From an optimization exercise on the open Yosys and OpenROAD flow, aimed at small area, a short achievable clock period and few clock cycles per item; shortcuts taken in it are not production practice. Only simulation tests tie the RTL to the original design; equivalence was not proved. No driver is modelled on the clock port, so clock power and skew are understated where the tree is cut down; a real chip needs a root buffer or a tree.

exp/cedar:
// conv_top
module conv_top (
    input  logic                   sclk,
    input  logic                   s_rst_n,
    input  logic                   cal_start,
    output logic                   busy,
    output conv_pkg::col_addr_t    data_rd_addr,
    output conv_pkg::band_t        row_cnt,
    input  conv_pkg::pix_col_t     col_data,
    output conv_pkg::param_addr_t  param_rd_addr,
    input  conv_pkg::weight_t      param_w_h0,
    input  conv_pkg::weight_t      param_w_h1,
    input  conv_pkg::weight_t      param_w_h2,
    input  conv_pkg::weight_t      param_w_h3,
    input  conv_pkg::weight_t      param_w_h4,
    output conv_pkg::kernel_t      bias_rd_addr,
    input  conv_pkg::bias_t        param_bias,
    output conv_pkg::act_t         conv_rslt_act,
    output logic                   conv_rslt_act_vld
);
Size in the first run: roughly 98 I/O pins, about 0.012 mm² of cells after synthesis.
clock: 28.0 ns
lec_check: 0
cap_margin: 20
core_margin: 2
core_utilization: 40
cts_buf_list: sky130_fd_sc_hd__clkbuf_16
cts_cluster_diameter: 100
cts_cluster_size: 30
slew_margin: 20
standard.sh (not shown) runs the stock make flow with config.mk's settings and CLKGATE_MAP_FILE= SYNTH_SCRIPT=/design/flow/synth_recipe.tcl, a recipe that flattens the netlist after the stock synthesis.
==> flow/flow/run.sh <==
#!/bin/bash
# Standard synthesis, then flow/polarity.py drops the inverters that
# synthesis leaves between full adders (a full adder is self-dual, so an fa
# cell may work on inverted signals), then the standard layout from the
# edited netlist, with port buffers of fixed cells (flow/pre_resize.tcl) and
# one level less in the clock tree (flow/post_cts.tcl). Make output goes to
# standard_*.log here, each tool's own log to orfs/logs.
set -euo pipefail
R=$PWD/orfs/results/sky130hd/conv_top/base
KN=("BUFFER_PORTS_ARGS=-outputs -buffer_cell sky130_fd_sc_hd__buf_2" "PRE_RESIZE_TCL=$PWD/flow/pre_resize.tcl" "POST_CTS_TCL=$PWD/flow/post_cts.tcl")
if [[ -f flow/knobs.txt ]]; then
  while read -r line; do [[ -n "$line" ]] && KN+=("$line"); done < flow/knobs.txt
fi
bash standard.sh "${KN[@]}" "$R/1_2_yosys.v" > standard_synth.log 2>&1
cp "$R/1_2_yosys.v" "$R/1_2_yosys_std.v"
python3 flow/polarity.py "$R/1_2_yosys_std.v" "$R/1_2_yosys.v" > polarity.log 2>&1
bash standard.sh "${KN[@]}" finish > standard.log 2>&1
==> flow/flow/knobs.txt <==
SETUP_SLACK_MARGIN=21.4
CTS_ARGS=-sink_clustering_enable -repair_clock_nets -sink_clustering_size 30 -sink_clustering_max_diameter 100 -buf_list sky130_fd_sc_hd__clkbuf_16 -dont_use_dummy_load
==> flow/flow/post_cts.tcl <==
# Runs at the end of the CTS step (POST_CTS_TCL). Takes out the middle level
# of the clock tree: the leaf buffers are driven by the root buffer itself,
# which cuts one buffer delay from every register's clock. The tree stays
# balanced: every register is still two buffers from the clock port.
set block [ord::get_db_block]
set port_net [$block findNet sclk]
proc is_clkbuf {inst} {
  return [string match "sky130_fd_sc_hd__clkbuf_*" [[$inst getMaster] getName]]
}
proc out_net {inst} {
  foreach it [$inst getITerms] {
    if {[$it isOutputSignal]} { return [$it getNet] }
  }
  return "NULL"
}
set roots {}
foreach it [$port_net getITerms] {
  set inst [$it getInst]
  if {[is_clkbuf $inst]} { lappend roots $inst }
}
if {[llength $roots] == 1} {
  set root [lindex $roots 0]
  set rnet [out_net $root]
  set mids {}
  set others 0
  foreach it [$rnet getITerms] {
    set inst [$it getInst]
    if {$inst eq $root} { continue }
    if {[is_clkbuf $inst]} { lappend mids $inst } else { incr others }
  }
  puts "post_cts: root [$root getName], [llength $mids] middle buffers, $others other loads"
  foreach mid $mids {
    set mnet [out_net $mid]
    set ok 1
    foreach it [$mnet getITerms] {
      set inst [$it getInst]
      if {$inst eq $mid} { continue }
      if {![is_clkbuf $inst]} { set ok 0 }
    }
    if {!$ok} { puts "post_cts: [$mid getName] drives registers, kept"; continue }
    foreach it [$mnet getITerms] {
      set inst [$it getInst]
      if {$inst eq $mid} { continue }
      $it disconnect
      $it connect $rnet
    }
    puts "post_cts: removed [$mid getName]"
    odb::dbInst_destroy $mid
    odb::dbNet_destroy $mnet
  }
  estimate_parasitics -placement
  report_clock_skew
} else {
  puts "post_cts: [llength $roots] root buffers, tree kept"
}
==> flow/flow/pre_resize.tcl <==
# Runs before the resize step (PRE_RESIZE_TCL). Global placement gave every
# output port a buf_2 (BUFFER_PORTS_ARGS); each input port gets a buf_1 here,
# which the step's repair and the detailed placement then handle as usual.
buffer_ports -inputs -buffer_cell sky130_fd_sc_hd__buf_1
Other scripts of this flow, unchanged in this note and not shown: flow/flow/polarity.py
Testbench counts of exp/cedar, summed over its fixed seeds: cycles 21,648, results 18,432.
Input changes introduced in exp/onyx (baseline for comparison: exp/cedar):
==> flow/flow/knobs.txt <==
SETUP_SLACK_MARGIN=21.4
Notes after the runs:
exp/cedar -> exp/onyx: number of failing hold endpoints at the final stage delta 0, exact match
Comparing exp/onyx with exp/cedar, the global-route wire length before repair came out essentially unchanged.
The met2 track demand over resource reported for exp/onyx is smaller than that of exp/cedar by 0.21 points.
Lower core utilization of the finished layout goes to exp/cedar over exp/onyx.
Against exp/cedar, exp/onyx comes in 12 lower on fill cell instance count of the final layout.
Relative to exp/onyx, the following input files were edited for exp/maple:
# exp/onyx
export LEC_CHECK = 0
export CAP_MARGIN = 20
export CORE_MARGIN = 2
export CORE_UTILIZATION = 40
export CTS_BUF_LIST = sky130_fd_sc_hd__clkbuf_16
export CTS_CLUSTER_DIAMETER = 100
export CTS_CLUSTER_SIZE = 30
export SLEW_MARGIN = 20
create_clock -name core_clock -period 28.0 [get_ports {sclk}]
# exp/maple
export LEC_CHECK = 0
export ABC_AREA = 1
export CAP_MARGIN = 20
export CORE_MARGIN = 2
export CORE_UTILIZATION = 40
export CTS_BUF_LIST = sky130_fd_sc_hd__clkbuf_16
export CTS_CLUSTER_DIAMETER = 100
export CTS_CLUSTER_SIZE = 30
export SLEW_MARGIN = 20
create_clock -name core_clock -period 28.0 [get_ports {sclk}]
-- flow/flow/run.sh --
<<< exp/onyx, line 5
# edited netlist, with port buffers of fixed cells (flow/pre_resize.tcl) and
# one level less in the clock tree (flow/post_cts.tcl). Make output goes to
>>> exp/maple, line 5
# edited netlist, with port buffers of a fixed cell. Make output goes to
<<< exp/onyx, line 10
KN=("BUFFER_PORTS_ARGS=-outputs -buffer_cell sky130_fd_sc_hd__buf_2" "PRE_RESIZE_TCL=$PWD/flow/pre_resize.tcl" "POST_CTS_TCL=$PWD/flow/post_cts.tcl")
>>> exp/maple, line 9
KN=("BUFFER_PORTS_ARGS=-buffer_cell sky130_fd_sc_hd__buf_2")
removed: flow/flow/post_cts.tcl
removed: flow/flow/pre_resize.tcl
--- outcome ---
exp/maple ran to completion and came out clean on the timing, DRC and antenna checks.
Comparing cell count after synthesis for exp/maple and exp/onyx, the bigger number came from exp/maple.
[compare] base=exp/onyx new=exp/maple: non-clock buffer count increased by 1 relative to the old numbers; global-route usage shows a reduction of 0.20 points.
Placed wire-length estimate is higher on exp/onyx
What exp/pepper does differently from exp/maple at the input level:
# exp/maple
export LEC_CHECK = 0
export ABC_AREA = 1
export CAP_MARGIN = 20
export CORE_MARGIN = 2
export CORE_UTILIZATION = 40
export CTS_BUF_LIST = sky130_fd_sc_hd__clkbuf_16
export CTS_CLUSTER_DIAMETER = 100
export CTS_CLUSTER_SIZE = 30
export SLEW_MARGIN = 20
create_clock -name core_clock -period 28.0 [get_ports {sclk}]
# exp/pepper
export LEC_CHECK = 0
export CAP_MARGIN = 20
export CORE_MARGIN = 2
export CORE_UTILIZATION = 40
export CTS_BUF_LIST = sky130_fd_sc_hd__clkbuf_16
export CTS_CLUSTER_DIAMETER = 100
export CTS_CLUSTER_SIZE = 30
export SLEW_MARGIN = 20
create_clock -name core_clock -period 28.0 [get_ports {sclk}]
-- flow/flow/run.sh --
<<< exp/maple, line 5
# edited netlist, with port buffers of a fixed cell. Make output goes to
>>> exp/pepper, line 5
# edited netlist, with port buffers of fixed cells (flow/pre_resize.tcl) and
# one level less in the clock tree (flow/post_cts.tcl). Make output goes to
<<< exp/maple, line 9
KN=("BUFFER_PORTS_ARGS=-buffer_cell sky130_fd_sc_hd__buf_2")
>>> exp/pepper, line 10
KN=("BUFFER_PORTS_ARGS=-outputs -buffer_cell sky130_fd_sc_hd__buf_2" "PRE_RESIZE_TCL=$PWD/flow/pre_resize.tcl" "POST_CTS_TCL=$PWD/flow/post_cts.tcl")
==> flow/flow/knobs.txt <==
SETUP_SLACK_MARGIN=21.6
==> flow/flow/post_cts.tcl (new file) <==
# Runs at the end of the CTS step (POST_CTS_TCL). Takes out the middle level
# of the clock tree: the leaf buffers are driven by the root buffer itself,
# which cuts one buffer delay from every register's clock. The tree stays
# balanced: every register is still two buffers from the clock port.
set block [ord::get_db_block]
set port_net [$block findNet sclk]
proc is_clkbuf {inst} {
  return [string match "sky130_fd_sc_hd__clkbuf_*" [[$inst getMaster] getName]]
}
proc out_net {inst} {
  foreach it [$inst getITerms] {
    if {[$it isOutputSignal]} { return [$it getNet] }
  }
  return "NULL"
}
set roots {}
foreach it [$port_net getITerms] {
  set inst [$it getInst]
  if {[is_clkbuf $inst]} { lappend roots $inst }
}
if {[llength $roots] == 1} {
  set root [lindex $roots 0]
  set rnet [out_net $root]
  set mids {}
  set others 0
  foreach it [$rnet getITerms] {
    set inst [$it getInst]
    if {$inst eq $root} { continue }
    if {[is_clkbuf $inst]} { lappend mids $inst } else { incr others }
  }
  puts "post_cts: root [$root getName], [llength $mids] middle buffers, $others other loads"
  foreach mid $mids {
    set mnet [out_net $mid]
    set ok 1
    foreach it [$mnet getITerms] {
      set inst [$it getInst]
      if {$inst eq $mid} { continue }
      if {![is_clkbuf $inst]} { set ok 0 }
    }
    if {!$ok} { puts "post_cts: [$mid getName] drives registers, kept"; continue }
    foreach it [$mnet getITerms] {
      set inst [$it getInst]
      if {$inst eq $mid} { continue }
      $it disconnect
      $it connect $rnet
    }
    puts "post_cts: removed [$mid getName]"
    odb::dbInst_destroy $mid
    odb::dbNet_destroy $mnet
  }
  estimate_parasitics -placement
  report_clock_skew
} else {
  puts "post_cts: [llength $roots] root buffers, tree kept"
}
==> flow/flow/pre_resize.tcl (new file) <==
# Runs before the resize step (PRE_RESIZE_TCL). Global placement gave every
# output port a buf_2 (BUFFER_PORTS_ARGS); each input port gets a buf_1 here,
# which the step's repair and the detailed placement then handle as usual.
buffer_ports -inputs -buffer_cell sky130_fd_sc_hd__buf_1
Notes after the runs:
exp/pepper packs its core tighter than exp/maple.
Relative to exp/maple, worst setup margin has gone up in exp/pepper.
No stage failed in exp/pepper, and the final checks on the layout all came back clean.
For exp/pepper, the launching instance or port of the critical path was u_decode.busy$_DFF_PN0_, unlike exp/maple, where it was u_decode.band[1]$_DFFE_PN0P_.
The following lists how exp/ember was set up differently from exp/pepper:
-- flow/flow/run.sh --
<<< exp/pepper, line 5
# edited netlist, with port buffers of fixed cells (flow/pre_resize.tcl) and
# one level less in the clock tree (flow/post_cts.tcl). Make output goes to
>>> exp/ember, line 5
# edited netlist, with port buffers of a fixed cell. Make output goes to
<<< exp/pepper, line 10
KN=("BUFFER_PORTS_ARGS=-outputs -buffer_cell sky130_fd_sc_hd__buf_2" "PRE_RESIZE_TCL=$PWD/flow/pre_resize.tcl" "POST_CTS_TCL=$PWD/flow/post_cts.tcl")
>>> exp/ember, line 9
KN=("BUFFER_PORTS_ARGS=-buffer_cell sky130_fd_sc_hd__buf_2")
removed: flow/flow/post_cts.tcl
removed: flow/flow/pre_resize.tcl
Compared with exp/pepper, in exp/ember remaining global-route overflow did not really move, number of core rows did not really move, remaining max-slew budget at the tightest pin went down. Per the comparison of exp/ember with exp/pepper, worst setup slack lower, portion of the layout cell area used by clock cells now larger, register-to-register slack -0.05 ns, final wirelength now sits higher. Share of the clock period used by the worst path after layout: exp/ember > exp/pepper. Relative to exp/pepper, the final cell area reported for exp/ember is higher.
Here is what was changed in the inputs of exp/willow compared with exp/ember.
# exp/ember
export LEC_CHECK = 0
export CAP_MARGIN = 20
export CORE_MARGIN = 2
export CORE_UTILIZATION = 40
export CTS_BUF_LIST = sky130_fd_sc_hd__clkbuf_16
export CTS_CLUSTER_DIAMETER = 100
export CTS_CLUSTER_SIZE = 30
export SLEW_MARGIN = 20
create_clock -name core_clock -period 28.0 [get_ports {sclk}]
# exp/willow
export LEC_CHECK = 0
export ABC_AREA = 1
export CAP_MARGIN = 20
export CORE_MARGIN = 2
export CORE_UTILIZATION = 40
export CTS_BUF_LIST = sky130_fd_sc_hd__clkbuf_16
export CTS_CLUSTER_DIAMETER = 100
export CTS_CLUSTER_SIZE = 30
export SLEW_MARGIN = 20
create_clock -name core_clock -period 28.0 [get_ports {sclk}]
removed: flow/flow/knobs.txt
Results
No stage failed in exp/willow, and the final checks on the layout all came back clean. Final worst-path cycle share across exp/ember and exp/willow: no real change. Multi-input combinational area share: exp/willow vs exp/ember up 1.0 points. exp/willow: total cell area at the placement stage higher than exp/ember. On maximum clock frequency, exp/willow does worse than exp/ember. exp/willow ends up with lower clock-cell share of area than exp/ember does.

---

Starting RTL as in the previous note.
export LEC_CHECK = 0
export CAP_MARGIN = 20
export CORE_MARGIN = 2
export CORE_UTILIZATION = 40
export CTS_BUF_LIST = sky130_fd_sc_hd__clkbuf_16
export CTS_CLUSTER_DIAMETER = 100
export CTS_CLUSTER_SIZE = 30
export SLEW_MARGIN = 20
create_clock -name core_clock -period 28.0 [get_ports {sclk}]
==> flow/flow/run.sh <==
#!/bin/bash
# Standard synthesis, then flow/polarity.py drops the inverters that
# synthesis leaves between full adders (a full adder is self-dual, so an fa
# cell may work on inverted signals), then the standard layout from the
# edited netlist, with port buffers of fixed cells (flow/pre_resize.tcl) and
# one level less in the clock tree (flow/post_cts.tcl). Make output goes to
# standard_*.log here, each tool's own log to orfs/logs.
set -euo pipefail
R=$PWD/orfs/results/sky130hd/conv_top/base
KN=("BUFFER_PORTS_ARGS=-outputs -buffer_cell sky130_fd_sc_hd__buf_2" "PRE_RESIZE_TCL=$PWD/flow/pre_resize.tcl" "POST_CTS_TCL=$PWD/flow/post_cts.tcl")
if [[ -f flow/knobs.txt ]]; then
  while read -r line; do [[ -n "$line" ]] && KN+=("$line"); done < flow/knobs.txt
fi
bash standard.sh "${KN[@]}" "$R/1_2_yosys.v" > standard_synth.log 2>&1
cp "$R/1_2_yosys.v" "$R/1_2_yosys_std.v"
python3 flow/polarity.py "$R/1_2_yosys_std.v" "$R/1_2_yosys.v" > polarity.log 2>&1
bash standard.sh "${KN[@]}" finish > standard.log 2>&1
==> flow/flow/knobs.txt <==
SETUP_SLACK_MARGIN=21.4
CTS_ARGS=-sink_clustering_enable -repair_clock_nets -sink_clustering_size 30 -sink_clustering_max_diameter 100 -buf_list sky130_fd_sc_hd__clkbuf_16 -dont_use_dummy_load
Other scripts of this flow, unchanged in this note and not shown: flow/flow/polarity.py, flow/flow/post_cts.tcl, flow/flow/pre_resize.tcl
Testbench counts at the start, summed over its fixed seeds: cycles 21,648, results 18,432.
Then changed:
--- a/flow/config.mk
+++ b/flow/config.mk
@@ -8,7 +8,5 @@
 export CAP_MARGIN = 20
 export CORE_MARGIN = 2
-export CORE_UTILIZATION = 40
-export CTS_BUF_LIST = sky130_fd_sc_hd__clkbuf_16
-export CTS_CLUSTER_DIAMETER = 100
-export CTS_CLUSTER_SIZE = 30
+export CORE_UTILIZATION = 50
+export PLACE_DENSITY = 0.75
 export SLEW_MARGIN = 20
After rerunning:
- area after synthesis is unchanged
- worst hold slack is worse by 0.019 ns
- routed wire length shrinks slightly
- global-route usage grows by 4.1 points
- design area shrinks slightly
- sequential cell count does not change
- worst setup slack hardly moves
Then changed:
==> flow/flow/knobs.txt (replaced) <==
SETUP_SLACK_MARGIN=21.7
CTS_ARGS=-sink_clustering_enable -repair_clock_nets -sink_clustering_size 30 -sink_clustering_max_diameter 100 -buf_list sky130_fd_sc_hd__clkbuf_16 -dont_use_dummy_load
--- a/flow/config.mk
+++ b/flow/config.mk
@@ -8,5 +8,7 @@
 export CAP_MARGIN = 20
 export CORE_MARGIN = 2
-export CORE_UTILIZATION = 50
-export PLACE_DENSITY = 0.75
+export CORE_UTILIZATION = 40
+export CTS_BUF_LIST = sky130_fd_sc_hd__clkbuf_16
+export CTS_CLUSTER_DIAMETER = 100
+export CTS_CLUSTER_SIZE = 30
 export SLEW_MARGIN = 20
Outcome: The new run ran to the end with no violations. Final area goes up by 2.7%. Sequential share of layout area came out lower by 1.1 points. Routed wire length increases by 2.4%.
Then changed:
==> flow/flow/knobs.txt (replaced) <==
SETUP_SLACK_MARGIN=22.0
CTS_ARGS=-sink_clustering_enable -repair_clock_nets -sink_clustering_size 30 -sink_clustering_max_diameter 100 -buf_list sky130_fd_sc_hd__clkbuf_16 -dont_use_dummy_load
=> The new run produced a clean layout. Area after synthesis stays the same. Wire length stays flat. Worst setup slack improved by 0.014 ns. Final cell count climbs by about 1.2%. Fmax hardly moves. Sequential share of layout area drops by 0.79 points.

## separate check: timing with driven ports
In the flow no input, the clock included, has a driving cell. The finished layouts below were timed again as built, in two steps.
Step 1 assumes that a clkbuf_16 drives the clock port and a buf_2 every other input.
Step 2 also shifts input and output timing later by t, the mid clock arrival at the registers, as if the neighbouring blocks saw the same clock.
Slacks: no drivers / after step 1 / after step 2; pairs: no drivers / after step 1.
run	shift t [ns]	setup slack, ns	worst setup path after step 2
exp/cedar	0.468	21.391 / 21.343 / 21.581	input, reset recovery
exp/onyx	0.486	21.389 / 21.341 / 21.607	input, reset recovery
exp/maple	0.543	21.333 / 21.287 / 21.811	input to register
exp/pepper	0.484	21.391 / 21.344 / 21.603	input, reset recovery
exp/ember	0.555	21.318 / 21.269 / 21.629	input to register
exp/willow	0.543	21.294 / 21.248 / 21.791	register to output
the first run of note 2	0.386	21.518 / 21.416 / 21.598	input, reset recovery
the second run of note 2	0.382	21.519 / 21.420 / 21.637	input to register
the third run of note 2	0.387	21.525 / 21.423 / 21.588	input, reset recovery
the fourth run of note 2	0.398	21.539 / 21.438 / 21.625	input to register
After both steps setup and hold are still met in every run listed. The worst setup slack also covers recovery checks on asynchronous resets.
